Context: an optimization exercise on an open-source flow, tuned for small area and a short achievable clock period. The choices shown serve that exercise and are no tape-out recipe. Function was checked by simulation only, so behaviour that the tests miss may differ from the original. Power is estimated from default activity; no workload was simulated.

==> job 5965: inputs <==
==> flow/design.v <==
`default_nettype none
package motorCtrlPkg;
    localparam int motorCount  = 4;
    localparam int wordWidth   = 32;
    localparam int addrWidth   = 5;
    localparam int sensorWidth = 34;
    localparam int sampleWidth = 16;
    localparam int adcWidth    = 12;
    localparam int fifoDepth   = 8;
    localparam int addrPwmDuty    = 0;
    localparam int addrDriverDir  = 1;
    localparam int addrFbDir      = 2;
    localparam int addrControl    = 3;
    localparam int addrFifoStatus = 4;
    localparam int addrMotorBase  = 7;
    localparam int motorStride    = 5;
    localparam int offEncoder = 0;
    localparam int offSpeed   = 1;
    localparam int offVolt    = 2;
    localparam int offAmp     = 3;
    localparam int clearAllBit = 31;
    localparam logic [wordWidth-1:0] reservedPattern = 32'hDEADBEEF;
    typedef union packed {
        logic [sampleWidth-1:0] raw;
        struct packed {
            logic                zero;
            logic [2:0]          channel;
            logic [adcWidth-1:0] adc;
        } field;
    } adcSample_u;
endpackage
`default_nettype wire
`timescale 1ns/1ps
`default_nettype none
module sensorFifo #(
    parameter int dataWidth = motorCtrlPkg::wordWidth,
    parameter int depth     = motorCtrlPkg::fifoDepth
) (
    input  wire                  clk,
    input  wire                  reset_n,
    input  wire                  clear,
    input  wire                  push,
    input  wire  [dataWidth-1:0] pushData,
    input  wire                  pop,
    output logic [dataWidth-1:0] head,
    output logic                 notEmpty
);
    logic [dataWidth-1:0] mem [depth];
    logic [depth-1:0]     occ;
    logic [depth-1:0]     headSel;
    logic                 full;
    logic                 doPush;
    logic                 doPop;
    logic                 grow;
    logic                 shrink;
    assign full     = occ[depth-1];
    assign notEmpty = occ[0];
    assign doPop    = pop && occ[0];
    assign doPush   = push && (!full || pop);
    assign grow     = doPush && !doPop;
    assign shrink   = doPop && !doPush;
    always_ff @(posedge clk or negedge reset_n) begin
        if (!reset_n) begin
            occ <= '0;
        end else if (clear) begin
            occ <= '0;
        end else if (grow) begin
            occ <= {occ[depth-2:0], 1'b1};
        end else if (shrink) begin
            occ <= {1'b0, occ[depth-1:1]};
        end
    end
    always_ff @(posedge clk) begin
        if (doPush) begin
            mem[0] <= pushData;
            for (int i = 1; i < depth; i++) mem[i] <= mem[i-1];
        end
    end
    assign headSel = occ & ~{1'b0, occ[depth-1:1]};
    always_comb begin
        head = '0;
        for (int i = 0; i < depth; i++)
            head = head | ({dataWidth{headSel[i]}} & mem[i]);
    end
endmodule
`default_nettype wire
`timescale 1ns/1ps
`default_nettype none
module feedbackBank (
    input  wire                                   clk,
    input  wire                                   reset_n,
    input  wire                                   clearAll,
    input  wire  [motorCtrlPkg::motorCount*motorCtrlPkg::wordWidth-1:0]    speedIn,
    input  wire  [motorCtrlPkg::motorCount*motorCtrlPkg::sensorWidth-1:0]  sensorIn,
    input  wire  [motorCtrlPkg::motorCount-1:0]   popSpeed,
    input  wire  [motorCtrlPkg::motorCount-1:0]   popVolt,
    input  wire  [motorCtrlPkg::motorCount-1:0]   popAmp,
    output logic [motorCtrlPkg::motorCount*(motorCtrlPkg::wordWidth-1)-1:0] speedHead,
    output logic [motorCtrlPkg::motorCount*motorCtrlPkg::adcWidth-1:0]     voltHead,
    output logic [motorCtrlPkg::motorCount*motorCtrlPkg::adcWidth-1:0]     ampHead,
    output logic [motorCtrlPkg::wordWidth-1:0]    fifoStatus
);
    localparam int sw = motorCtrlPkg::wordWidth - 1;
    localparam int aw = motorCtrlPkg::adcWidth;
    localparam int ss = motorCtrlPkg::sensorWidth;
    localparam int sp = motorCtrlPkg::sampleWidth;
    logic [motorCtrlPkg::motorCount-1:0] speedNotEmpty;
    logic [motorCtrlPkg::motorCount-1:0] voltNotEmpty;
    logic [motorCtrlPkg::motorCount-1:0] ampNotEmpty;
    for (genvar m = 0; m < motorCtrlPkg::motorCount; m = m + 1) begin : gMotor
        sensorFifo #(.dataWidth(sw), .depth(motorCtrlPkg::fifoDepth)) speedFifo (
            .clk      (clk),
            .reset_n  (reset_n),
            .clear    (clearAll),
            .push     (speedIn[m*32 + 31]),
            .pushData (speedIn[m*32 +: sw]),
            .pop      (popSpeed[m]),
            .head     (speedHead[m*sw +: sw]),
            .notEmpty (speedNotEmpty[m])
        );
        sensorFifo #(.dataWidth(aw), .depth(motorCtrlPkg::fifoDepth)) voltFifo (
            .clk      (clk),
            .reset_n  (reset_n),
            .clear    (clearAll),
            .push     (sensorIn[m*ss + ss - 1]),
            .pushData (sensorIn[m*ss + sp +: aw]),
            .pop      (popVolt[m]),
            .head     (voltHead[m*aw +: aw]),
            .notEmpty (voltNotEmpty[m])
        );
        sensorFifo #(.dataWidth(aw), .depth(motorCtrlPkg::fifoDepth)) ampFifo (
            .clk      (clk),
            .reset_n  (reset_n),
            .clear    (clearAll),
            .push     (sensorIn[m*ss + ss - 2]),
            .pushData (sensorIn[m*ss +: aw]),
            .pop      (popAmp[m]),
            .head     (ampHead[m*aw +: aw]),
            .notEmpty (ampNotEmpty[m])
        );
    end
    always_comb begin
        fifoStatus = '0;
        for (int i = 0; i < motorCtrlPkg::motorCount; i++) begin
            fifoStatus[i]       = speedNotEmpty[i];
            fifoStatus[8 + 2*i] = voltNotEmpty[i];
            fifoStatus[9 + 2*i] = ampNotEmpty[i];
        end
    end
endmodule
`default_nettype wire
`timescale 1ns/1ps
`default_nettype none
module motorRegFile (
    input  wire                                   clk,
    input  wire                                   reset_n,
    input  wire  [motorCtrlPkg::addrWidth-1:0]    address,
    input  wire                                   read,
    input  wire                                   write,
    input  wire  [motorCtrlPkg::wordWidth-1:0]    writedata,
    input  wire  [motorCtrlPkg::wordWidth-1:0]    fbDirection,
    input  wire  [motorCtrlPkg::motorCount*motorCtrlPkg::wordWidth-1:0]    encoder,
    input  wire  [motorCtrlPkg::wordWidth-1:0]    fifoStatus,
    input  wire  [motorCtrlPkg::motorCount*(motorCtrlPkg::wordWidth-1)-1:0] speedHead,
    input  wire  [motorCtrlPkg::motorCount*motorCtrlPkg::adcWidth-1:0]     voltHead,
    input  wire  [motorCtrlPkg::motorCount*motorCtrlPkg::adcWidth-1:0]     ampHead,
    output logic [motorCtrlPkg::wordWidth-1:0]    readdata,
    output logic                                  waitrequest,
    output logic [motorCtrlPkg::wordWidth-1:0]    pwmDuty,
    output logic [motorCtrlPkg::wordWidth-1:0]    driverDir,
    output logic [motorCtrlPkg::wordWidth-1:0]    motorCtrl,
    output logic                                  clearAll,
    output logic [motorCtrlPkg::motorCount-1:0]   popSpeed,
    output logic [motorCtrlPkg::motorCount-1:0]   popVolt,
    output logic [motorCtrlPkg::motorCount-1:0]   popAmp
);
    localparam int ww = motorCtrlPkg::wordWidth;
    localparam int sw = motorCtrlPkg::wordWidth - 1;
    localparam int aw = motorCtrlPkg::adcWidth;
    logic [31:0]   hit;
    logic [ww-1:0] readNext;
    assign waitrequest = 1'b0;
    always_comb begin
        for (int a = 0; a < 32; a++) hit[a] = (address == 5'(a));
    end
    always_comb begin
        for (int m = 0; m < motorCtrlPkg::motorCount; m++) begin
            popSpeed[m] = read && hit[motorCtrlPkg::addrMotorBase + m*motorCtrlPkg::motorStride + motorCtrlPkg::offSpeed];
            popVolt[m]  = read && hit[motorCtrlPkg::addrMotorBase + m*motorCtrlPkg::motorStride + motorCtrlPkg::offVolt];
            popAmp[m]   = read && hit[motorCtrlPkg::addrMotorBase + m*motorCtrlPkg::motorStride + motorCtrlPkg::offAmp];
        end
    end
    always_comb begin
        logic reserved;
        reserved = hit[5] | hit[6];
        for (int a = 27; a < 32; a++) reserved = reserved | hit[a];
        readNext = ({ww{hit[motorCtrlPkg::addrPwmDuty]}}    & pwmDuty)
                 | ({ww{hit[motorCtrlPkg::addrDriverDir]}}  & driverDir)
                 | ({ww{hit[motorCtrlPkg::addrFbDir]}}      & fbDirection)
                 | ({ww{hit[motorCtrlPkg::addrControl]}}    & motorCtrl)
                 | ({ww{hit[motorCtrlPkg::addrFifoStatus]}} & fifoStatus);
        for (int m = 0; m < motorCtrlPkg::motorCount; m++) begin
            reserved = reserved | hit[motorCtrlPkg::addrMotorBase + m*motorCtrlPkg::motorStride + 4];
            readNext = readNext
                | ({ww{hit[motorCtrlPkg::addrMotorBase + m*motorCtrlPkg::motorStride + motorCtrlPkg::offEncoder]}}
                   & encoder[m*ww +: ww])
                | ({ww{hit[motorCtrlPkg::addrMotorBase + m*motorCtrlPkg::motorStride + motorCtrlPkg::offSpeed]}}
                   & {1'b0, speedHead[m*sw +: sw]})
                | ({ww{hit[motorCtrlPkg::addrMotorBase + m*motorCtrlPkg::motorStride + motorCtrlPkg::offVolt]}}
                   & {{(ww-aw){1'b0}}, voltHead[m*aw +: aw]})
                | ({ww{hit[motorCtrlPkg::addrMotorBase + m*motorCtrlPkg::motorStride + motorCtrlPkg::offAmp]}}
                   & {{(ww-aw){1'b0}}, ampHead[m*aw +: aw]});
        end
        readNext = readNext | ({ww{reserved}} & motorCtrlPkg::reservedPattern);
    end
    logic clearN;
    assign clearAll = !clearN;
    always_ff @(posedge clk or negedge reset_n) begin
        if (!reset_n) begin
            clearN <= 1'b1;
        end else if (write && hit[motorCtrlPkg::addrControl]) begin
            clearN <= !writedata[motorCtrlPkg::clearAllBit];
        end
    end
    always_ff @(posedge clk or negedge reset_n) begin
        if (!reset_n) begin
            readdata  <= '0;
            pwmDuty   <= '0;
            driverDir <= '0;
            motorCtrl <= '0;
        end else begin
            if (read) readdata <= readNext;
            if (write && hit[motorCtrlPkg::addrPwmDuty])   pwmDuty   <= writedata;
            if (write && hit[motorCtrlPkg::addrDriverDir]) driverDir <= writedata;
            if (write && hit[motorCtrlPkg::addrControl])   motorCtrl <= writedata;
        end
    end
endmodule
`default_nettype wire
`timescale 1ns/1ps
`default_nettype none
module motorCtrlAvs (
    input  wire                                   clk,
    input  wire                                   reset_n,
    input  wire  [motorCtrlPkg::addrWidth-1:0]    address,
    input  wire                                   read,
    input  wire                                   write,
    input  wire  [motorCtrlPkg::wordWidth-1:0]    writedata,
    output logic [motorCtrlPkg::wordWidth-1:0]    readdata,
    output logic                                  waitrequest,
    input  wire  [motorCtrlPkg::wordWidth-1:0]    fbDirection,
    input  wire  [motorCtrlPkg::motorCount*motorCtrlPkg::wordWidth-1:0]    encoder,
    input  wire  [motorCtrlPkg::motorCount*motorCtrlPkg::wordWidth-1:0]    speedIn,
    input  wire  [motorCtrlPkg::motorCount*motorCtrlPkg::sensorWidth-1:0]  sensorIn,
    output logic [motorCtrlPkg::wordWidth-1:0]    pwmDuty,
    output logic [motorCtrlPkg::wordWidth-1:0]    driverDir,
    output logic [motorCtrlPkg::wordWidth-1:0]    motorCtrl
);
    logic [motorCtrlPkg::wordWidth-1:0]   fifoStatus;
    logic [motorCtrlPkg::motorCount*(motorCtrlPkg::wordWidth-1)-1:0] speedHead;
    logic [motorCtrlPkg::motorCount*motorCtrlPkg::adcWidth-1:0]     voltHead;
    logic [motorCtrlPkg::motorCount*motorCtrlPkg::adcWidth-1:0]     ampHead;
    logic [motorCtrlPkg::motorCount-1:0]  popSpeed;
    logic [motorCtrlPkg::motorCount-1:0]  popVolt;
    logic [motorCtrlPkg::motorCount-1:0]  popAmp;
    logic                                 clearAll;
    motorRegFile regFile (
        .clk         (clk),
        .reset_n     (reset_n),
        .address     (address),
        .read        (read),
        .write       (write),
        .writedata   (writedata),
        .fbDirection (fbDirection),
        .encoder     (encoder),
        .fifoStatus  (fifoStatus),
        .speedHead   (speedHead),
        .voltHead    (voltHead),
        .ampHead     (ampHead),
        .readdata    (readdata),
        .waitrequest (waitrequest),
        .pwmDuty     (pwmDuty),
        .driverDir   (driverDir),
        .motorCtrl   (motorCtrl),
        .clearAll    (clearAll),
        .popSpeed    (popSpeed),
        .popVolt     (popVolt),
        .popAmp      (popAmp)
    );
    feedbackBank fbBank (
        .clk        (clk),
        .reset_n    (reset_n),
        .clearAll   (clearAll),
        .speedIn    (speedIn),
        .sensorIn   (sensorIn),
        .popSpeed   (popSpeed),
        .popVolt    (popVolt),
        .popAmp     (popAmp),
        .speedHead  (speedHead),
        .voltHead   (voltHead),
        .ampHead    (ampHead),
        .fifoStatus (fifoStatus)
    );
endmodule
`default_nettype wire
==> flow/flow/run.sh <==
#!/bin/bash
# Standard ORFS layout through the standard.sh (synthesis unchanged), with
# two changes: buffer_ports gives every port a plain buf_1 buffer instead of
# the default delay-buffer cell, and the setup repair aims at a 2.8 ns slack
# margin up to clock tree synthesis and at 2.5 ns in the post-global-route
# repair. Each step's full output goes to its own log in the work folder;
# ORFS's per-stage logs stay under orfs/logs.
set -euo pipefail
export BUFFER_PORTS_ARGS="-buffer_cell sky130_fd_sc_hd__buf_1"
bash standard.sh synth > synth.log 2>&1
SETUP_SLACK_MARGIN=2.8 bash standard.sh cts > place_cts.log 2>&1
SETUP_SLACK_MARGIN=2.5 bash standard.sh finish > route_finish.log 2>&1
==> flow/standard.sh <==
#!/bin/bash
# synth_recipe.tcl (not shown) runs the flow's synth.tcl, then flattens the netlist and writes it again
# the make line also repeats each setting of config.mk as NAME=value (left out here)
make -C /OpenROAD-flow-scripts/flow DESIGN_CONFIG=/design/flow/config.mk WORK_HOME=/design/flow/orfs CLKGATE_MAP_FILE= SYNTH_SCRIPT=/design/flow/synth_recipe.tcl "${@:-finish}"
==> flow/config.mk <==
export PLATFORM = sky130hd
export DESIGN_NAME = motorCtrlAvs
export DESIGN_NICKNAME = motorCtrlAvs
export VERILOG_FILES = /design/flow/design.v
export SDC_FILE = /design/flow/constraint.sdc
export NUM_CORES = 4
export LEC_CHECK = 0
export CAP_MARGIN = 10
export CORE_MARGIN = 2
export CORE_UTILIZATION = 50
export CTS_CLUSTER_DIAMETER = 70
export CTS_CLUSTER_SIZE = 24
export SLEW_MARGIN = 10
export TNS_END_PERCENT = 10
==> flow/constraint.sdc <==
create_clock -name core_clock -period 5.0 [get_ports {clk}]
set_input_delay 1.0000 -clock core_clock [delete_from_list [all_inputs] [get_ports {clk}]]
set_output_delay 1.0000 -clock core_clock [all_outputs]
set_load 0.01 [all_outputs]
==> job 5092 (differences from job 5965) <==
--- a/flow/design.v
+++ b/flow/design.v
@@ -47,5 +47,7 @@
 );
+    localparam int idxWidth = (depth > 1) ? $clog2(depth) : 1;
+    localparam logic [idxWidth-1:0] lastIdx = idxWidth'(depth - 1);
     logic [dataWidth-1:0] mem [depth];
-    logic [depth-1:0]     occ;
-    logic [depth-1:0]     headSel;
+    logic [idxWidth-1:0]  idx;
+    logic                 empty;
     logic                 full;
@@ -53,19 +55,19 @@
     logic                 doPop;
-    logic                 grow;
-    logic                 shrink;
-    assign full     = occ[depth-1];
-    assign notEmpty = occ[0];
-    assign doPop    = pop && occ[0];
+    assign full     = !empty && (idx == lastIdx);
+    assign notEmpty = !empty;
+    assign doPop    = pop && !empty;
     assign doPush   = push && (!full || pop);
-    assign grow     = doPush && !doPop;
-    assign shrink   = doPop && !doPush;
     always_ff @(posedge clk or negedge reset_n) begin
         if (!reset_n) begin
-            occ <= '0;
+            idx   <= '0;
+            empty <= 1'b1;
         end else if (clear) begin
-            occ <= '0;
-        end else if (grow) begin
-            occ <= {occ[depth-2:0], 1'b1};
-        end else if (shrink) begin
-            occ <= {1'b0, occ[depth-1:1]};
+            idx   <= '0;
+            empty <= 1'b1;
+        end else if (doPush && !doPop) begin
+            if (empty) empty <= 1'b0;
+            else       idx   <= idx + 1'b1;
+        end else if (doPop && !doPush) begin
+            if (idx == '0) empty <= 1'b1;
+            else           idx   <= idx - 1'b1;
         end
@@ -73,3 +75,3 @@
     always_ff @(posedge clk) begin
-        if (doPush) begin
+        if (push && (!full || pop)) begin
             mem[0] <= pushData;
@@ -78,3 +80,2 @@
     end
-    assign headSel = occ & ~{1'b0, occ[depth-1:1]};
     always_comb begin
@@ -82,3 +83,3 @@
         for (int i = 0; i < depth; i++)
-            head = head | ({dataWidth{headSel[i]}} & mem[i]);
+            head = head | ({dataWidth{idx == idxWidth'(i)}} & mem[i]);
     end
@@ -171,3 +172,2 @@
     output logic [motorCtrlPkg::wordWidth-1:0]    motorCtrl,
-    output logic                                  clearAll,
     output logic [motorCtrlPkg::motorCount-1:0]   popSpeed,
@@ -215,11 +215,2 @@
     end
-    logic clearN;
-    assign clearAll = !clearN;
-    always_ff @(posedge clk or negedge reset_n) begin
-        if (!reset_n) begin
-            clearN <= 1'b1;
-        end else if (write && hit[motorCtrlPkg::addrControl]) begin
-            clearN <= !writedata[motorCtrlPkg::clearAllBit];
-        end
-    end
     always_ff @(posedge clk or negedge reset_n) begin
@@ -266,2 +257,3 @@
     logic                                 clearAll;
+    assign clearAll = motorCtrl[motorCtrlPkg::clearAllBit];
     motorRegFile regFile (
@@ -284,3 +276,2 @@
         .motorCtrl   (motorCtrl),
-        .clearAll    (clearAll),
         .popSpeed    (popSpeed),
==> flow/run.sh (new file) <==
#!/bin/bash
# synth_recipe.tcl (not shown) runs the flow's synth.tcl, then flattens the netlist and writes it again
# the make line also repeats each setting of config.mk as NAME=value (left out here)
make -C /OpenROAD-flow-scripts/flow DESIGN_CONFIG=/design/flow/config.mk WORK_HOME=/design/flow/orfs CLKGATE_MAP_FILE= SYNTH_SCRIPT=/design/flow/synth_recipe.tcl finish
==> flow/config.mk (replaced) <==
export PLATFORM = sky130hd
export DESIGN_NAME = motorCtrlAvs
export DESIGN_NICKNAME = motorCtrlAvs
export VERILOG_FILES = /design/flow/design.v
export SDC_FILE = /design/flow/constraint.sdc
export NUM_CORES = 4
export LEC_CHECK = 0
export CAP_MARGIN = 20
export CORE_MARGIN = 2
export CORE_UTILIZATION = 40
export SLEW_MARGIN = 20
removed: flow/flow/run.sh
removed: flow/standard.sh
==> job 4448 (differences from job 5965) <==
==> flow/flow/run.sh (replaced) <==
#!/bin/bash
# Standard ORFS layout through the standard.sh (synthesis unchanged), with
# one change: buffer_ports gives every port a plain buf_1 buffer instead of
# the default delay-buffer cell. Each step's full output goes to its own log
# in the work folder; ORFS's per-stage logs stay under orfs/logs.
set -euo pipefail
export BUFFER_PORTS_ARGS="-buffer_cell sky130_fd_sc_hd__buf_1"
bash standard.sh synth > synth.log 2>&1
bash standard.sh finish > layout.log 2>&1
--- a/flow/config.mk
+++ b/flow/config.mk
@@ -9,5 +9,6 @@
 export CORE_MARGIN = 2
-export CORE_UTILIZATION = 50
+export CORE_UTILIZATION = 60
 export CTS_CLUSTER_DIAMETER = 70
 export CTS_CLUSTER_SIZE = 24
+export SETUP_SLACK_MARGIN = 2.8
 export SLEW_MARGIN = 10
==> job 6834 (differences from job 5965) <==
==> flow/flow/run.sh (replaced) <==
#!/bin/bash
# Standard ORFS layout through the standard.sh (synthesis unchanged), with
# one change: buffer_ports gives every port a plain buf_1 buffer instead of
# the default delay-buffer cell. Each step's full output goes to its own log
# in the work folder; ORFS's per-stage logs stay under orfs/logs.
set -euo pipefail
export BUFFER_PORTS_ARGS="-buffer_cell sky130_fd_sc_hd__buf_1"
bash standard.sh synth > synth.log 2>&1
bash standard.sh finish > layout.log 2>&1
--- a/flow/config.mk
+++ b/flow/config.mk
@@ -9,5 +9,6 @@
 export CORE_MARGIN = 2
-export CORE_UTILIZATION = 50
+export CORE_UTILIZATION = 45
 export CTS_CLUSTER_DIAMETER = 70
 export CTS_CLUSTER_SIZE = 24
+export SETUP_SLACK_MARGIN = 2.8
 export SLEW_MARGIN = 10
==> comparison table <==
quantity	job 5092	job 5965	job 6834	job 4448
Outcome	finished clean	finished clean	finished clean	finished clean
Clock buffers and inverters, area share	0.0735	0.0463	0.0478	0.0448
Share of cell area taken by multi-input logic gates	0.184	0.190	0.185	0.192
Die Outline Area	192000 µm²	152000 µm²	169000 µm²	127000 µm²
Post-Route WL	235000 µm	231000 µm	227000 µm	229000 µm
Post-route met1 wirelength	93300 µm	94000 µm	91800 µm	88200 µm
Final standard cell area without fillers	91800 µm²	88800 µm²	88200 µm²	89500 µm²
Reg2reg end	regFile.readdata[1]	regFile.readdata[3]	regFile.readdata[6]	regFile.readdata[18]
Type of the worst setup path	register to register	input pin to register	input pin to register	input pin to register
Clk network pwr share	0.318	0.329	0.331	0.323
Vias/cell	5.99	6.48	6.24	6.77
Met3 track demand over resource	0.0475	0.0582	0.0497	0.0843
Comb pwr share	0.241	0.079	0.079	0.085
Pin count of the biggest net entering global routing	114	106	98	97
Synth Area in XOR/XNOR	0.00290	0.00141	0.00141	0.00141
Switching portion of total power	0.311	0.251	0.249	0.245
Nature of the critical path startpoint	register	input pin	input pin	input pin

static timing again, ports no longer ideal:
How much do the figures lean on ideal ports? The routed layouts below were timed once more, with nothing changed but the port constraints.
Step 1 (the two cells are an assumption about what drives the block):
set clk [get_ports {clk}]
set_driving_cell -lib_cell sky130_fd_sc_hd__clkbuf_16 $clk
set_driving_cell -lib_cell sky130_fd_sc_hd__buf_2 [delete_from_list [all_inputs] $clk]
Step 2 also shifts input and output timing later by t, the mid clock arrival at the registers, as if the neighbouring blocks saw the same clock.
Slacks: no drivers / after step 1 / after step 2; pairs: no drivers / after step 1.
| run | t, ns | slack for setup (ns) | worst setup path at the end | worst data-port slew with drivers (ns) | pins driven straight from the clock port |
|---|---|---|---|---|---|
| job 5965 | 0.853 | 2.461 / 2.411 / 1.623 | input to register | 0.25 | 1 |
| job 5092 | 0.925 | 1.092 / 1.092 / 0.323 | input to register | 0.20 | 1 |
| job 4448 | 0.841 | 2.543 / 2.472 / 1.631 | input to register | 0.21 | 1 |
| job 6834 | 0.861 | 2.446 / 2.452 / 1.595 | input to register | 0.43 | 1 |
After both steps setup and hold are still met in every run listed. The setup slack of job 4448, which loses most, moves by -0.071 ns with the drivers and by -0.912 ns with both steps.
